Background: an optimization exercise with open tools, aiming at small area and few clock cycles. Do not read the settings as production practice.
Only simulation tests tie the RTL to the original design; equivalence was not proved.
Power is estimated from default activity; no workload was simulated.

==> zinc: inputs <==
## dbf_table_stream_parser_unit
module dbf_table_stream_parser_unit #(
	parameter int MAX_FIELDS = dbfp_pkg::MAX_FIELDS_DEF
) (
	input  wire logic        clk,
	input  wire logic        arst_n,
	input  wire logic        in_valid,
	output logic             in_ready,
	input  wire logic [7:0]  data_byte,
	input  wire logic        end_of_input,
	output logic             out_valid,
	input  wire logic        out_ready,
	output logic [2:0]       kind,
	output logic [31:0]      record_index,
	output logic [7:0]       field_index,
	output logic [3:0]       field_type,
	output logic [7:0]       field_byte,
	output logic             last_of_field,
	output logic             deleted,
	output logic [31:0]      ext_offset,
	output logic [15:0]      ext_length,
	output logic [1:0]       error_code,
	output logic [23:0]      date_stamp,
	output logic [8:0]       field_count
);
Settings: LEC_CHECK=0, CAP_MARGIN=20, CORE_MARGIN=2, CORE_UTILIZATION=65, CTS_CLUSTER_DIAMETER=100, CTS_CLUSTER_SIZE=30, SLEW_MARGIN=20, SYNTH_MEMORY_MAX_BITS=16384; clock period 10.0 ns.
run.sh (not shown) runs the stock make flow with config.mk's settings and CLKGATE_MAP_FILE= SYNTH_SCRIPT=/design/flow/synth_recipe.tcl, a recipe that flattens the netlist after the stock synthesis.
==> nickel (differences from zinc) <==
--- a/flow/design.v
+++ b/flow/design.v
@@ -89,11 +89,10 @@
 	localparam int TPW = (TP > 1) ? $clog2(TP) : 1;
 	localparam int RL = (TP == 1) ? DEPTH + 1 : DEPTH + TP;
 	localparam int RW = $clog2(RL);
 	logic [RL*12-1:0] ring_q;
 	logic [RW-1:0] rp_q, fs_q, ls_q;
-	logic          rdy_q;
 	logic          bpend_q;
 	logic [2:0]    phase_q, phase_n;
 	logic [31:0]   cnt_q, cnt_n;
 	logic [71:0]   sh_q;
 	logic [CW-1:0] seen_q, seen_n;
@@ -101,16 +100,19 @@
 	logic [IW-1:0] first_q, first_n;
 	logic [IW-1:0] lastnz_q, lastnz_n;
 	logic [IW-1:0] cf_q, cf_n;
 	logic [IW-1:0] sp_q, sp_n, ft;
 	logic          sp_jump, load, fscan, ft_step, wrap;
-	logic [11:0]   e0_q, e0_n, e1_q, e1_n, av;
-	logic          v0_q, v0_n, v1_q, v1_n;
+	localparam int QD = 2;
+	localparam int QW = $clog2(QD + 1);
+	logic [QD*12-1:0] eq_q, eq_n;
+	logic [11:0]   av;
+	logic [QW-1:0] qn_q, qn_n, qa;
 	logic          rpe, rdnz, rdz, avnz, woff;
 	logic [3:0]    ctype_q, ctype_n;
 	logic          cext_q, cext_n;
-	logic [7:0]    rem_q, rem_n;
+	logic [7:0]    rem_q, rem_n, rem_dec;
 	logic          del_q, del_n;
 	logic [15:0]   hlen;
 	logic [31:0]   total;
 	logic [23:0]   date;
 	logic [7:0]    b8;
@@ -118,25 +120,41 @@
 	assign b8    = sh_q[71:64];
 	assign total = sh_q[55:24];
 	assign date  = {sh_q[7:0], sh_q[15:8], sh_q[23:16]};
 	logic [11:0]   rd;
 	localparam int NT = RL / TP;
-	logic [NT-1:0] rsel;
+	localparam int NG = (NT + 15) / 16;
+	logic [15:0]    lsel;
+	logic [NG-1:0] hsel;
+	logic [NG*12-1:0] grp;
 	always_comb begin
+		for (int l = 0; l < 16; l++)
+			lsel[l] = (rp_q[TPW+3:0] == (TPW+4)'(l * TP));
+		for (int h = 0; h < NG; h++)
+			hsel[h] = (rp_q[RW-1:TPW+4] == (RW-TPW-4)'(h));
+		grp = '0;
+		for (int i = 0; i < NT; i++)
+			grp[(i/16)*12 +: 12] = grp[(i/16)*12 +: 12] | ({12{lsel[i%16]}} & ring_q[TP*i*12 +: 12]);
 		rd = '0;
-		for (int i = 0; i < NT; i++) begin
-			rsel[i] = (rp_q == RW'(TP * i));
-			rd = rd | ({12{rsel[i]}} & ring_q[TP*i*12 +: 12]);
-		end
+		for (int h = 0; h < NG; h++)
+			rd = rd | ({12{hsel[h]}} & grp[h*12 +: 12]);
 	end
+	localparam int RM = RL / TP;
+	localparam int HW = RW - TPW;
 	function automatic logic [RW-1:0] rinc(input logic [RW-1:0] x);
-		rinc = (x == RW'(RL - 1)) ? '0 : x + 1'b1;
+		logic [HW-1:0] h;
+		h = x[RW-1:TPW];
+		if (x[TPW-1:0] == TPW'(TP - 1))
+			rinc = {(h == HW'(RM - 1)) ? HW'(0) : h + 1'b1, TPW'(0)};
+		else
+			rinc = {h, x[TPW-1:0] + 1'b1};
 	endfunction
 	function automatic logic [RW-1:0] rnext(input logic [RW-1:0] x, input logic [IW-1:0] k);
-		logic [RW-1:0] d;
-		d = ((TP == 1) || (k[TPW-1:0] == TPW'(TP - 1))) ? RW'(32 - TP) : RW'(32);
-		rnext = (x >= d) ? x - d : x + (RW'(RL) - d);
+		logic [HW-1:0] h, d;
+		h = x[RW-1:TPW];
+		d = (k[TPW-1:0] == TPW'(TP - 1)) ? HW'(32 / TP - 1) : HW'(32 / TP);
+		rnext = {(h >= d) ? h - d : h + (HW'(RM) - d), x[TPW-1:0]};
 	endfunction
 	logic [15:0]   pos;
 	logic [4:0]    off;
 	logic [3:0]    code;
 	logic          ph_hdr, ph_flag, ph_field, ph_done, ph_err;
@@ -164,26 +182,27 @@
 		hdr_err = err2a || err2b || err1;
 		hdr_done = !hdr_err && (pos >= 16'd11) && (cnt_inc[15:0] == hlen);
 		hdr_sh = (pos >= 16'd1) && (pos <= 16'd9);
 		good = (data_byte == dbfp_pkg::FLAG_LIVE) || (data_byte == dbfp_pkg::FLAG_DELETED);
 		last = (rem_q == 8'd0);
+		rem_dec = rem_q - 1'b1;
 		more = (cf_q != lastnz_q);
 		rpe = (TP == 1) || (rp_q[TPW-1:0] == '0);
-		rdnz = rpe && (rd[7:0] != 8'd0);
-		rdz = rpe && (rd[7:0] == 8'd0);
-		av = v0_q ? e0_q : rd;
-		avnz = v0_q || rdnz;
-		woff = (off == 5'(17 + ((TP == 1) ? 0 : int'(seen_q[TPW-1:0]))));
+		rdnz = rpe && (rd[7:0] != 8'hFF);
+		rdz = rpe && (rd[7:0] == 8'hFF);
+		av = (qn_q != '0) ? eq_q[11:0] : rd;
+		avnz = (qn_q != '0) || rdnz;
+		woff = (off == 5'(17 + int'(seen_q[TPW-1:0])));
 		wslot = (seen_q == '0) || (ls_q == (((TP == 1) || (seen_q[TPW-1:0] == '0)) ? RW'(32 - TP) : RW'(32)));
 		wstall = ph_hdr && desc && (seen_q < MAXF) && woff && !wslot;
 		stall = (((ph_field && last && more) || (ph_flag && good && anynz_q)) && !avnz) || wstall;
 		rec_last = (cnt_inc == total);
 		rec_end = (ph_flag && good && !anynz_q) || (ph_field && last && !more);
 		va = (ph_hdr && (hdr_err || hdr_done)) || ph_flag || (ph_field && (!cext_q || last));
 		err_n = ph_err || (ph_hdr && hdr_err) || (ph_flag && !good);
-		out_valid = rdy_q && (bpend_q || (in_valid && !stall && va));
-		in_ready = rdy_q && !bpend_q && !stall && (out_ready || !va);
+		out_valid = bpend_q || (in_valid && !stall && va);
+		in_ready = !bpend_q && !stall && (out_ready || !va);
 		acc = in_valid && in_ready;
 		phase_n = phase_q;
 		cnt_n = cnt_q;
 		seen_n = seen_q;
 		anynz_n = anynz_q;
@@ -215,11 +234,11 @@
 								anynz_n = 1'b1;
 								if (!anynz_q)
 									first_n = IW'(seen_q);
 							end
 						end
-						if (off == 5'd31)
+						if (off == 5'd25)
 							seen_n = seen_q + 1'b1;
 					end
 					if (hdr_done) begin
 						cnt_n = '0;
 						phase_n = (total == 32'd0) ? PH_DONE : PH_FLAG;
@@ -235,25 +254,25 @@
 					del_n = data_byte[1];
 					if (anynz_q) begin
 						phase_n = PH_FIELD;
 						cf_n = sp_q;
 						ctype_n = av[11:8];
-						cext_n = (av[11:8] == dbfp_pkg::TYPE_CHAR) && (av[7:0] == dbfp_pkg::EXT_REF_LEN);
-						rem_n = av[7:0] - 1'b1;
+						cext_n = (av[11:8] == dbfp_pkg::TYPE_CHAR) && (av[7:0] == dbfp_pkg::EXT_REF_LEN - 1'b1);
+						rem_n = av[7:0];
 					end
 				end else begin
 					phase_n = PH_ERROR;
 				end
 			end
 			PH_FIELD: begin
 				shift = 1'b1;
-				rem_n = rem_q - 1'b1;
+				rem_n = rem_dec;
 				if (last && more) begin
 					cf_n = sp_q;
 					ctype_n = av[11:8];
-					cext_n = (av[11:8] == dbfp_pkg::TYPE_CHAR) && (av[7:0] == dbfp_pkg::EXT_REF_LEN);
-					rem_n = av[7:0] - 1'b1;
+					cext_n = (av[11:8] == dbfp_pkg::TYPE_CHAR) && (av[7:0] == dbfp_pkg::EXT_REF_LEN - 1'b1);
+					rem_n = av[7:0];
 				end
 			end
 			default: begin
 			end
 		endcase
@@ -273,52 +292,37 @@
 		end
 		load = acc && ((ph_field && last && more) || (ph_flag && good && anynz_q));
 		wrap = load && (sp_q == lastnz_q);
 		sp_jump = (acc && ph_hdr && hdr_done) || wrap;
 		fscan = ph_field || ph_flag;
-		ft = sp_q + IW'(v0_q) + IW'(v1_q);
+		ft = sp_q + IW'(qn_q);
 		sp_n = sp_q;
-		v0_n = v0_q;
-		v1_n = v1_q;
-		e0_n = e0_q;
-		e1_n = e1_q;
+		eq_n = eq_q;
+		qa = qn_q;
 		ft_step = 1'b0;
 		if (load) begin
 			sp_n = sp_q + 1'b1;
-			if (v0_q) begin
-				e0_n = e1_q;
-				v0_n = v1_q;
-				v1_n = 1'b0;
-				if (rdnz) begin
-					if (v1_q) begin
-						e1_n = rd;
-						v1_n = 1'b1;
-					end else begin
-						e0_n = rd;
-						v0_n = 1'b1;
-					end
-					ft_step = 1'b1;
-				end else if (rdz && !v1_q) begin
-					sp_n = sp_q + 2'd2;
-					ft_step = 1'b1;
-				end
+			if (qn_q != '0) begin
+				for (int i = 0; i < QD - 1; i++)
+					eq_n[i*12 +: 12] = eq_q[(i+1)*12 +: 12];
+				qa = qn_q - 1'b1;
 			end else begin
 				ft_step = 1'b1;
 			end
-		end else if (fscan) begin
+		end
+		qn_n = qa;
+		if ((load && (qn_q != '0)) || (!load && fscan)) begin
 			if (rdnz) begin
-				if (!v0_q) begin
-					e0_n = rd;
-					v0_n = 1'b1;
-					ft_step = 1'b1;
-				end else if (!v1_q) begin
-					e1_n = rd;
-					v1_n = 1'b1;
+				if (qa != QW'(QD)) begin
+					for (int i = 0; i < QD; i++)
+						if (QW'(i) == qa)
+							eq_n[i*12 +: 12] = rd;
+					qn_n = qa + 1'b1;
 					ft_step = 1'b1;
 				end
-			end else if (rdz && !v0_q) begin
-				sp_n = sp_q + 1'b1;
+			end else if (rdz && (qa == '0)) begin
+				sp_n = ft + 1'b1;
 				ft_step = 1'b1;
 			end
 		end
 		kind = '0;
 		record_index = '0;
@@ -348,11 +352,11 @@
 				error_code = err1 ? dbfp_pkg::ERR_TYPE : dbfp_pkg::ERR_HEADER;
 			end else begin
 				kind = dbfp_pkg::KIND_HDR_DONE;
 				record_index = total;
 				date_stamp = date;
-				field_count = 9'(seen_q) + 9'(desc && (off == 5'd31));
+				field_count = 9'(seen_q);
 			end
 		end else if (ph_flag) begin
 			record_index = cnt_q;
 			if (good) begin
 				kind = dbfp_pkg::KIND_REC_START;
@@ -377,18 +381,16 @@
 			end
 		end
 	end
 	always_ff @(posedge clk or negedge arst_n) begin
 		if (!arst_n) begin
-			rdy_q <= 1'b0;
 			bpend_q <= 1'b0;
 			phase_q <= PH_HEADER;
 			cnt_q <= '0;
 			seen_q <= '0;
 			anynz_q <= 1'b0;
 		end else begin
-			rdy_q <= 1'b1;
 			if (bpend_q) begin
 				if (out_ready) begin
 					bpend_q <= 1'b0;
 					phase_q <= PH_HEADER;
 					cnt_q <= '0;
@@ -413,18 +415,16 @@
 			cext_q <= cext_n;
 			rem_q <= rem_n;
 			del_q <= del_n;
 		end
 		sp_q <= sp_jump ? first_q : sp_n;
-		v0_q <= !sp_jump && v0_n;
-		v1_q <= !sp_jump && v1_n;
-		e0_q <= e0_n;
-		e1_q <= e1_n;
+		qn_q <= sp_jump ? '0 : qn_n;
+		eq_q <= eq_n;
 		rp_q <= sp_jump ? rinc(fs_q) : ft_step ? rnext(rp_q, ft) : rinc(rp_q);
 		fs_q <= (acc && wr_en && (rem_q != 8'd0) && !anynz_q) ? '0 : rinc(fs_q);
 		ls_q <= (acc && wr_en) ? '0 : rinc(ls_q);
-		ring_q <= {ring_q[RL*12-13:0], (acc && wr_en) ? {ctype_q, rem_q} : ring_q[RL*12-1 -: 12]};
+		ring_q <= {ring_q[RL*12-13:0], (acc && wr_en) ? {ctype_q, rem_dec} : ring_q[RL*12-1 -: 12]};
 		if (acc && shift) begin
 			sh_q[71:56] <= {data_byte, sh_q[71:64]};
 			sh_q[23:0] <= {ph_hdr ? sh_q[31:24] : sh_q[63:56], sh_q[23:8]};
 			if (ph_hdr)
 				sh_q[55:24] <= sh_q[63:32];
Settings changed: CTS_CLUSTER_DIAMETER 100 to 80, CTS_CLUSTER_SIZE 30 to 24.
==> onyx (differences from zinc) <==
==> flow/flow/run.sh (new file) <==
#!/bin/bash
# The standard layout (standard.sh, unchanged synthesis, floorplan, power grid, placement, clock
# tree, routing), with one change: the buffers that buffer_ports puts on every input and output
# port are sky130_fd_sc_hd__buf_1 instead of the buffer it picks by default.
# ORFS writes each tool's log under orfs/logs/; make's own output goes to make.log here.
set -euo pipefail
export BUFFER_PORTS_ARGS="-buffer_cell sky130_fd_sc_hd__buf_1"
bash standard.sh > make.log 2>&1
==> flow/standard.sh (new file) <==
#!/bin/bash
# synth_recipe.tcl (not shown) runs the flow's synth.tcl, then flattens the netlist and writes it again
# the make line also repeats each setting of config.mk as NAME=value (left out here)
make -C /OpenROAD-flow-scripts/flow DESIGN_CONFIG=/design/flow/config.mk WORK_HOME=/design/flow/orfs CLKGATE_MAP_FILE= SYNTH_SCRIPT=/design/flow/synth_recipe.tcl "${@:-finish}"
removed: flow/run.sh
==> run notes <==
onyx completed without violations. zinc finished clean. nickel ran to the end with no violations.
Of nickel and zinc, zinc has the higher die area (gap about 1.4%, measured against zinc).
In onyx the clock skew is higher than in nickel, by 0.0056 ns.
In sequential power, zinc and nickel hardly differ.
Routed wire length, highest first: onyx, zinc, nickel.
==> figures <==
quantity	onyx	nickel	zinc
Number of standard cells after synthesis	5373	5215	5373
Slack of the worst reg-to-reg path	3.82 ns	3.55 ns	3.93 ns
Clock buffers created by TritonCTS	132	162	132
Run status	complete, no violations	complete, no violations	complete, no violations
Area taken by flip-flops and latches	69500 um2	69300 um2	69500 um2
Period utilisation layout	77.0%	81.6%	82.2%
Switching part of the total	20.1%	21.8%	19.9%
Share of the synthesized area in compound gates (AO/OA/AOI/OAI)	5.05%	4.55%	5.05%
Total clock network power	0.00646 W	0.00701 W	0.00640 W
Initial standard-cell utilization of the core	65.4%	65.4%	65.4%
Testbench counts of zinc, summed over its fixed seeds: cycles 157,470.
Testbench counts of nickel, summed over its fixed seeds: cycles 157,470.
Testbench counts of onyx, summed over its fixed seeds: cycles 157,470.

==> port drivers added, routing unchanged <==
The flow's constraints put no driver on any port. The routed layouts listed below were extracted and timed again, unchanged, in two steps. Step 1 (the two cells are an assumption about what drives the block):
set clk [get_ports {clk}]
set_driving_cell -lib_cell sky130_fd_sc_hd__clkbuf_16 $clk
set_driving_cell -lib_cell sky130_fd_sc_hd__buf_2 [delete_from_list [all_inputs] $clk]
Step 2 also shifts input and output timing later by t, the mid clock arrival at the registers, as if the neighbouring blocks saw the same clock. Slacks: no drivers / after step 1 / after step 2; pairs: no drivers / after step 1.
run | shift t [ns] | setup slack, ns | clock arrival spread, ns | slew at the worst register clock pin (ns) | worst slew at a driven data input, ns
zinc | 0.853 | 1.783 / 1.708 / 1.787 | 0.054 / 0.054 | 0.12 / 0.12 | 0.06
nickel | 0.883 | 1.844 / 1.769 / 1.860 | 0.041 / 0.041 | 0.10 / 0.10 | 0.09
onyx | 0.875 | 2.303 / 2.224 / 2.531 | 0.047 / 0.047 | 0.12 / 0.12 | 0.10
After both steps every run listed still meets setup and hold.
